This is an optimization exercise on Yosys and OpenROAD, whose aim is small area, not a production implementation.
For this run, only the layout was checked, not whether the RTL still works.
Power figures rest on the tool's default switching activity, not on a simulated workload.

===== design/flow/design.v =====
`default_nettype none
package mc_pi_pkg;
  typedef logic [10-1:0] coord_t;
  typedef logic [2*10:0] dist_sq_t;   
  typedef struct packed {
    coord_t x;
    coord_t y;
    logic   active;
  } pixel_pos_t;
  typedef struct packed {
    coord_t x;
    coord_t y;
  } point_t;
  typedef struct packed {
    point_t pt;
    logic   in_circle;
    logic   in_square;
  } hit_t;
  typedef struct packed {
    logic [16-1:0] circle_hits;
    logic [16-1:0] square_hits;
  } tally_t;
  typedef struct packed {
    logic       hsync;
    logic       vsync;
    logic [1:0] red;
    logic [1:0] green;
    logic [1:0] blue;
  } vga_out_t;
  localparam int SQ_X_LO = 320 - 160;
  localparam int SQ_X_HI = 320 + 160;
  localparam int SQ_Y_LO = 240 - 160;
  localparam int SQ_Y_HI = 240 + 160;
  function automatic dist_sq_t center_dist_sq(coord_t x, coord_t y);
    logic signed [10:0] dx;
    logic signed [10:0] dy;
    dist_sq_t                    dx_sq;
    dist_sq_t                    dy_sq;
    dx = $signed({1'b0, x}) - $signed({1'b0, coord_t'(320)});
    dy = $signed({1'b0, y}) - $signed({1'b0, coord_t'(240)});
    dx_sq = dx * dx;   
    dy_sq = dy * dy;
    center_dist_sq = dx_sq + dy_sq;
  endfunction
  function automatic logic inside_square(coord_t x, coord_t y);
    inside_square = (x > SQ_X_LO) && (x < SQ_X_HI) && (y > SQ_Y_LO) && (y < SQ_Y_HI);
  endfunction
endpackage
`default_nettype wire
`timescale 1ns/1ps
`default_nettype none
module vga_timing (
  input  logic                  clk,
  input  logic                  rst_n,
  output mc_pi_pkg::pixel_pos_t pos,
  output logic                  hsync,
  output logic                  vsync
);
  localparam int H_SYNC_START = 640 + 16;
  localparam int H_SYNC_END   = H_SYNC_START + 96;
  localparam int V_SYNC_START = 480 + 10;
  localparam int V_SYNC_END   = V_SYNC_START + 2;
  mc_pi_pkg::coord_t h_cnt;
  mc_pi_pkg::coord_t v_cnt;
  logic   h_last;
  logic   v_last;
  assign h_last = (h_cnt == mc_pi_pkg::coord_t'(800 - 1));
  assign v_last = (v_cnt == mc_pi_pkg::coord_t'(525 - 1));
  always_ff @(posedge clk) begin
    if (!rst_n) begin
      h_cnt <= '0;
      v_cnt <= '0;
    end else if (h_last) begin
      h_cnt <= '0;
      v_cnt <= v_last ? '0 : v_cnt + 1'b1;   
    end else begin
      h_cnt <= h_cnt + 1'b1;
    end
  end
  assign pos.x      = h_cnt;
  assign pos.y      = v_cnt;
  assign pos.active = (h_cnt < 640) && (v_cnt < 480);
  assign hsync = !((h_cnt >= H_SYNC_START) && (h_cnt < H_SYNC_END));
  assign vsync = !((v_cnt >= V_SYNC_START) && (v_cnt < V_SYNC_END));
endmodule
`default_nettype wire
`timescale 1ns/1ps
`default_nettype none
module point_sampler (
  input  logic              clk,
  input  logic              rst_n,
  input  logic              run,
  output mc_pi_pkg::point_t sample,
  output logic              sample_valid
);
  logic [20-1:0] lfsr;
  logic                  feedback;
  assign feedback = lfsr[19] ^ lfsr[18] ^ lfsr[17] ^ lfsr[15];
  always_ff @(posedge clk) begin
    if (!rst_n) begin
      lfsr         <= 20'h80A01;
      sample_valid <= 1'b0;
    end else begin
      sample_valid <= run;   
      if (run) begin
        lfsr <= {lfsr[20-2:0], feedback};
      end
    end
  end
  assign sample.x = lfsr[10-1:0];
  assign sample.y = lfsr[20-1 -: 10];
endmodule
`default_nettype wire
`timescale 1ns/1ps
`default_nettype none
module hit_classifier (
  input  logic              clk,
  input  logic              rst_n,
  input  logic              sample_valid,
  input  mc_pi_pkg::point_t sample,
  output mc_pi_pkg::hit_t   hit,
  output logic              hit_valid
);
  localparam mc_pi_pkg::dist_sq_t RADIUS_SQ = mc_pi_pkg::dist_sq_t'(160 * 160);
  mc_pi_pkg::dist_sq_t dist_sq;
  logic     in_circle;
  logic     in_square;
  assign dist_sq   = mc_pi_pkg::center_dist_sq(sample.x, sample.y);
  assign in_circle = (dist_sq < RADIUS_SQ);   
  assign in_square = mc_pi_pkg::inside_square(sample.x, sample.y);
  always_ff @(posedge clk) begin
    if (!rst_n) begin
      hit_valid <= 1'b0;
    end else begin
      hit_valid <= sample_valid;
    end
  end
  always_ff @(posedge clk) begin
    if (sample_valid) begin
      hit.pt        <= sample;
      hit.in_circle <= in_circle;
      hit.in_square <= in_square;
    end
  end
endmodule
`default_nettype wire
`timescale 1ns/1ps
`default_nettype none
module hit_tally (
  input  logic              clk,
  input  logic              rst_n,
  input  logic              hit_valid,
  input  mc_pi_pkg::hit_t   hit,
  output mc_pi_pkg::tally_t tally
);
  always_ff @(posedge clk) begin
    if (!rst_n) begin
      tally.circle_hits <= '0;
      tally.square_hits <= '0;
    end else if (hit_valid) begin
      if (hit.in_circle) begin
        tally.circle_hits <= tally.circle_hits + 1'b1;
      end
      if (hit.in_square) begin
        tally.square_hits <= tally.square_hits + 1'b1;
      end
    end
  end
endmodule
`default_nettype wire
`timescale 1ns/1ps
`default_nettype none
module board_renderer (
  input  logic                  clk,
  input  logic                  rst_n,
  input  logic                  hsync,
  input  logic                  vsync,
  input  logic                  hit_valid,
  input  mc_pi_pkg::pixel_pos_t pos,
  input  mc_pi_pkg::hit_t       hit,
  output mc_pi_pkg::vga_out_t   vga
);
  localparam mc_pi_pkg::dist_sq_t RING_IN  = mc_pi_pkg::dist_sq_t'((160 - 1) * (160 - 1));
  localparam mc_pi_pkg::dist_sq_t RING_OUT = mc_pi_pkg::dist_sq_t'(160 * 160);
  localparam logic [10:0] HALF = {1'b0, mc_pi_pkg::coord_t'(10)};
  mc_pi_pkg::point_t   mark;
  logic     mark_on;
  mc_pi_pkg::dist_sq_t pix_dist;
  logic     x_inner;
  logic     y_inner;
  logic     on_ring;
  logic     on_outline;
  logic     near_x;
  logic     near_y;
  logic     on_marker;
  always_ff @(posedge clk) begin
    if (!rst_n) begin
      mark_on <= 1'b0;
    end else if (hit_valid && hit.in_square) begin
      mark_on <= 1'b1;
    end
  end
  always_ff @(posedge clk) begin
    if (hit_valid && hit.in_square) begin
      mark <= hit.pt;
    end
  end
  assign pix_dist = mc_pi_pkg::center_dist_sq(pos.x, pos.y);
  assign on_ring  = (pix_dist >= RING_IN) && (pix_dist <= RING_OUT);
  assign x_inner    = (pos.x > mc_pi_pkg::SQ_X_LO) && (pos.x < mc_pi_pkg::SQ_X_HI);
  assign y_inner    = (pos.y > mc_pi_pkg::SQ_Y_LO) && (pos.y < mc_pi_pkg::SQ_Y_HI);
  assign on_outline = (((pos.x == mc_pi_pkg::SQ_X_LO) || (pos.x == mc_pi_pkg::SQ_X_HI)) && y_inner) ||
                      (((pos.y == mc_pi_pkg::SQ_Y_LO) || (pos.y == mc_pi_pkg::SQ_Y_HI)) && x_inner);
  assign near_x = ({1'b0, pos.x} + HALF > {1'b0, mark.x}) &&
                  ({1'b0, pos.x} < {1'b0, mark.x} + HALF);
  assign near_y = ({1'b0, pos.y} + HALF > {1'b0, mark.y}) &&
                  ({1'b0, pos.y} < {1'b0, mark.y} + HALF);
  assign on_marker = mark_on && near_x && near_y && mc_pi_pkg::inside_square(pos.x, pos.y);
  always_ff @(posedge clk) begin
    if (!rst_n) begin
      vga.hsync <= 1'b1;
      vga.vsync <= 1'b1;
      vga.red   <= 2'b00;
      vga.green <= 2'b00;
      vga.blue  <= 2'b00;
    end else begin
      vga.hsync <= hsync;
      vga.vsync <= vsync;
      vga.red   <= {2{pos.active && (on_ring || on_outline)}};
      vga.green <= {2{pos.active && on_marker}};
      vga.blue  <= 2'b00;
    end
  end
endmodule
`default_nettype wire
`timescale 1ns/1ps
`default_nettype none
module mc_pi_top (
  input  logic                clk,
  input  logic                rst_n,
  input  logic                run,
  output mc_pi_pkg::vga_out_t vga,
  output mc_pi_pkg::tally_t   tally
);
  mc_pi_pkg::pixel_pos_t pos;
  logic                  hsync;
  logic                  vsync;
  mc_pi_pkg::point_t     sample;
  logic                  sample_valid;
  mc_pi_pkg::hit_t       hit;
  logic                  hit_valid;
  vga_timing u_timing (
    .clk   (clk),
    .rst_n (rst_n),
    .pos   (pos),
    .hsync (hsync),
    .vsync (vsync)
  );
  point_sampler u_sampler (
    .clk          (clk),
    .rst_n        (rst_n),
    .run          (run),
    .sample       (sample),
    .sample_valid (sample_valid)
  );
  hit_classifier u_classifier (
    .clk          (clk),
    .rst_n        (rst_n),
    .sample_valid (sample_valid),
    .sample       (sample),
    .hit          (hit),
    .hit_valid    (hit_valid)
  );
  hit_tally u_tally (
    .clk       (clk),
    .rst_n     (rst_n),
    .hit_valid (hit_valid),
    .hit       (hit),
    .tally     (tally)
  );
  board_renderer u_renderer (
    .clk       (clk),
    .rst_n     (rst_n),
    .hsync     (hsync),
    .vsync     (vsync),
    .hit_valid (hit_valid),
    .pos       (pos),
    .hit       (hit),
    .vga       (vga)
  );
endmodule
`default_nettype wire

===== design/flow/run.sh =====
#!/bin/bash
# synth_recipe.tcl (not shown) runs the flow's synth.tcl, then flattens the netlist and writes it again
# the make line also repeats each setting of config.mk as NAME=value (left out here)
make -C /OpenROAD-flow-scripts/flow DESIGN_CONFIG=/design/flow/config.mk WORK_HOME=/design/flow/orfs CLKGATE_MAP_FILE= SYNTH_SCRIPT=/design/flow/synth_recipe.tcl finish

===== design/flow/config.mk =====
export PLATFORM = sky130hd
export DESIGN_NAME = mc_pi_top
export DESIGN_NICKNAME = mc_pi_top
export VERILOG_FILES = /design/flow/design.v
export SDC_FILE = /design/flow/constraint.sdc
export NUM_CORES = 4
export LEC_CHECK = 0
export CAP_MARGIN = 20
export CORE_MARGIN = 2
export CORE_UTILIZATION = 40
export SLEW_MARGIN = 20

===== design/flow/constraint.sdc =====
create_clock -name core_clock -period 10.0 [get_ports {clk}]
set_input_delay 2.0000 -clock core_clock [delete_from_list [all_inputs] [get_ports {clk}]]
set_output_delay 2.0000 -clock core_clock [all_outputs]
set_load 0.01 [all_outputs]

==> results.txt <==
power by group:
part	switching (mW)	leakage, nW	internal, mW
Clock	0.264	0.274	0.323
Sequential	0.0205	1.03	0.521
Combinational	1.86	10.6	1.37
cells in the final DEF (no fill, tap or decap), types with 4 or more instances in the layout:
master,instances
clkdlybuf4s50_1,39
buf_4,16
nand4_1,17
nand2_1,166
xor2_1,32
clkbuf_16,17
a31oi_1,8
nor2b_1,37
inv_6,4
or3_1,9
and2_1,86
a21o_1,10
dfxtp_1,78
mux2i_1,27
o211ai_1,10
nand2b_1,7
xnor2_1,109
and3_1,14
nand3_1,35
and4_1,5
nor2_1,115
a211oi_1,7
o21ai_0,39
nor3_1,17
o21a_1,17
ha_1,221
fa_1,451
inv_1,575
edfxtp_1,42
a21boi_0,6
o21bai_1,4
conb_1,4
o31ai_1,4
a21oi_1,39
nor4_1,5
routing by layer:
metal / vias to the layer above / wire [um] / track usage
met5: - / 0 / 0
li1: 7047 / - / -
met3: 33 / 1640 / 0.0197
met2: 249 / 24800 / 0.324
met1: 7669 / 23000 / 0.260
met4: 0 / 659 / 0.0405
registers in the layout (all words and copies together) (netlist names):
register                flops
u_tally.tally              32
u_classifier.hit           22
u_renderer.mark            20
u_sampler.lfsr             20
u_timing.h_cnt             10
u_timing.v_cnt             10
u_renderer.vga              4
u_classifier.hit_valid      1
u_renderer.mark_on          1
u_sampler.sample_valid      1
Yosys cell counts, drive strengths merged (6+ instances only):
| library cell | number |
|---|---|
| a21oi | 39 |
| nor2 | 116 |
| buf | 20 |
| nand2b | 7 |
| o21ai | 42 |
| nor3 | 17 |
| nand4 | 17 |
| a21boi | 6 |
| or3 | 10 |
| fa | 451 |
| ha | 221 |
| o211ai | 10 |
| a21o | 10 |
| inv | 578 |
| and3 | 14 |
| o21a | 17 |
| edfxtp | 42 |
| mux2i | 27 |
| clkbuf | 45 |
| a31oi | 10 |
| and2 | 86 |
| nand2 | 166 |
| a211oi | 8 |
| nor2b | 37 |
| nand3 | 35 |
| dfxtp | 79 |
| xnor2 | 110 |
| xor2 | 32 |
cells by family after synthesis:
logic type / after synthesis / synth area share
buffers and inverters: 646 / 0.110
flip-flops: 121 / 0.127
multiplexers: 27 / 0.0121
XOR/XNOR: 142 / 0.0556
other: 2 / 0.000336
adder cells (fa/ha/maj): 672 / 0.527
AND/OR/NAND/NOR: 531 / 0.116
AO/OA/AOI/OAI: 175 / 0.0523
worst paths after layout:
path | depth (start not counted) | startpoint | slack [ns] | end
worst max-delay path | 24 | u_timing.h_cnt[6]$_SDFF_PP0_ | 1.36 | u_renderer.vga[5]$_SDFF_PN0_
worst min register to register | 0 | u_classifier.hit[18]$_DFFE_PP_ | 0.42 | u_renderer.mark[16]$_DFFE_PP_
worst max register to register | 24 | u_timing.h_cnt[6]$_SDFF_PP0_ | 1.36 | u_renderer.vga[5]$_SDFF_PN0_
worst min-delay path | 0 | u_classifier.hit[18]$_DFFE_PP_ | 0.42 | u_renderer.mark[16]$_DFFE_PP_
metrics by stage:
stage,worst slack (ns),util
after floorplan,2.47,-
after global placement,1.59,0.427
after detailed placement,1.39,0.427
after CTS,1.34,0.437
after global routing,0.801,0.437
final,1.36,0.437
area by class of cell:
class,instances,area (um2),area share
Multi-Input combinational cell,1551,17100,0.709
Sequential cell,121,2840,0.118
Inverter,581,2180,0.0904
Tap cell,748,936,0.0388
Timing Repair Buffer,56,515,0.0214
Clock buffer,18,429,0.0178
Clock inverter,14,113,0.00467
==> metrics.md <==
| Metric | Value |
|---|---|
| Status | complete, no violations |
| DRT iter0 DRCs | 784 |
| Final design area excluding fillers | 24100 um2 |
| Category of the worst setup path capture point | register |
| Critical path, cell by cell | inv_1 -> ha_1 -> inv_1 -> a21oi_1 -> inv_1 -> nor2_1 -> fa_1 -> fa_1 -> fa_1 -> inv_1 -> fa_1 -> inv_1 -> fa_1 -> inv_1 -> fa_1 -> fa_1 -> inv_1 -> ha_1 -> nor2b_1 -> o31ai_1 -> o2111ai_1 -> a2111oi_0 -> nand4_1 -> o41ai_1 |
| Placed instance count | 3057 |
| Vias per inst | 4.86 |
| X dimension of the die | 241 um |
| Worst voltage drop across the vdd grid | 0.411 mV |
| Fraction of the yosys area taken by sequential cells | 0.127 |
| Yosys warns | 5 |
| Via Count | 14998 |
| Buffers added on ports | 40 |
| Cts bufs inserted | 17 |
| Average wire length per cell after detail routing | 16.2 um |
| Max Fclk | 0.116 GHz |
| Critical path type | reg -> reg |
| Boundary Pins | 43 |
| Delay of the slowest cell on the worst path | 0.59 ns |
| Mean area per synthesized cell | 9.66 um2 |
| Power density over cell area | 181 nW/um2 |
| Portion of synthesized cell area occupied by the leading cell type | 0.403 |
| Proportion of layout cells with a drive suffix above 1 | 0.0278 |
| Die footprint | 57900 um2 |
| Primary FF master, synth | dfxtp_1 |
| Global route overflow | 0 |
| PnR Total Power | 4.36 mW |
| Data arrival time at the worst-slack endpoint | 8.99 ns |
| Clock Tree Root | clkbuf_16 |
| Row cnt | 86 |
| Post-synthesis instance total | 2316 |
| Critical Path RT | 10.36 ns |
| Overall Global Routing Usage | 0.189 |
| Clock transition at the registers of the reported paths | 0.07 ns |
| Maximum fanout along the worst path | 14 |
| Proportion of register bits with asynchronous set or reset after synthesis | 0 |
| Final std cells w/o fill | 3089 |
| Count of state elements after synthesis | 121 |
| Later-pin clock latency in the skew report | 0.45 ns |
| WL final | 50100 um |
| Crit-path leading delay family | adder cells |
| RSZ-0062 raised after global routing | false |
| CTS H-tree lvls | 4 |
| Syn-to-layout area delta | 7.77% |
| HPWL Detailed | 41900 um |
| Hold buffers post-CTS | 0 |
| Crit path time final | 8.64 ns |
| Worst hold margin | 0.417 ns |
| Buffers plus inverters on the worst setup path | 7 |
| Number of failing hold endpoints at the final stage | 0 |
| Slowest stage cell on the critical path | fa_1 |
| Iteration count of the initial detailed-routing pass | 5 |
| Post-CTS Setup Inserts | 0 |
| Vertical die dimension | 241 um |
| Hold WC Path Type | reg -> reg |
| Slew HR | 0.355 |
| Number of resized instances in the post-cts repair step | 0 |
| Cell type with the highest aggregate area in the netlist | fa_1 |
| Final Cycle Share | 0.864 |
| Final number of max-transition violations | 0 |
| Worst Clk Skew | 0.0172 ns |
| Max Cap Viol | 0 |
| Setup TNS | 0 ns |
| Starting Density | 0.405 |
| Number of antenna repair diodes | 0 |
| Netlist Area Pre-Place | 22400 um2 |
| Wire length of the first global-routing pass | 85600 um |
| Tightest Pin Transition | 0.964 ns |
| Max clock buf depth | 2 |
| Leakage power of the design | 11.9 nW |
| Routability-driven placement congestion ratio | 0.876 |
| Number of enable flip-flop cells after synthesis | 42 |
| Clock tree from TritonCTS | built |
| Vias in the first global route | 16569 |
| Fill cells | 5263 |
| Antenna violations before repair | 1 |
| Number of clock sinks | 121 |
| Maximum number of pins on one net before global-route repair | 65 |
| Placed Instance Area | 23600 um2 |
| Library cells used by synthesis | 68 |
| # setup viols final | 0 |
| Top post-synthesis cells by area | fa_1 (40%), ha_1 (12%), inv_1 (9.6%) |
| Floorplan Core Area | 55200 um2 |
| Detailed-route DRC error count | 0 |
| Type of element launching the critical path | register |
| Post-DRT Antenna Nets | 0 |
| Number of nets in the layout | 3003 |

## afterwards: timing with drivers on the ports
The flow's constraints put no driver on any port. The routed layout listed below was extracted and timed again, unchanged, in two steps. Step 1 assumes that a clkbuf_16 drives the clock port and a buf_2 every other input. Step 2 also shifts input and output timing later by t, the mid clock arrival at the registers, as if the neighbouring blocks saw the same clock. Slacks: ideal ports / drivers / drivers and shift; pairs: ideal ports / drivers.
t, ns: 0.504
slack for setup (ns): 1.363 / 1.363 / 1.363
worst hold slack (ns): 0.417 / 0.417 / 0.417
worst setup path at the end: register to register
cell pins on the clock port's net: 1
After both steps this run still meets setup and hold. For this run, drivers alone change the setup slack by 0.000 ns; drivers and shift together by 0.000 ns.
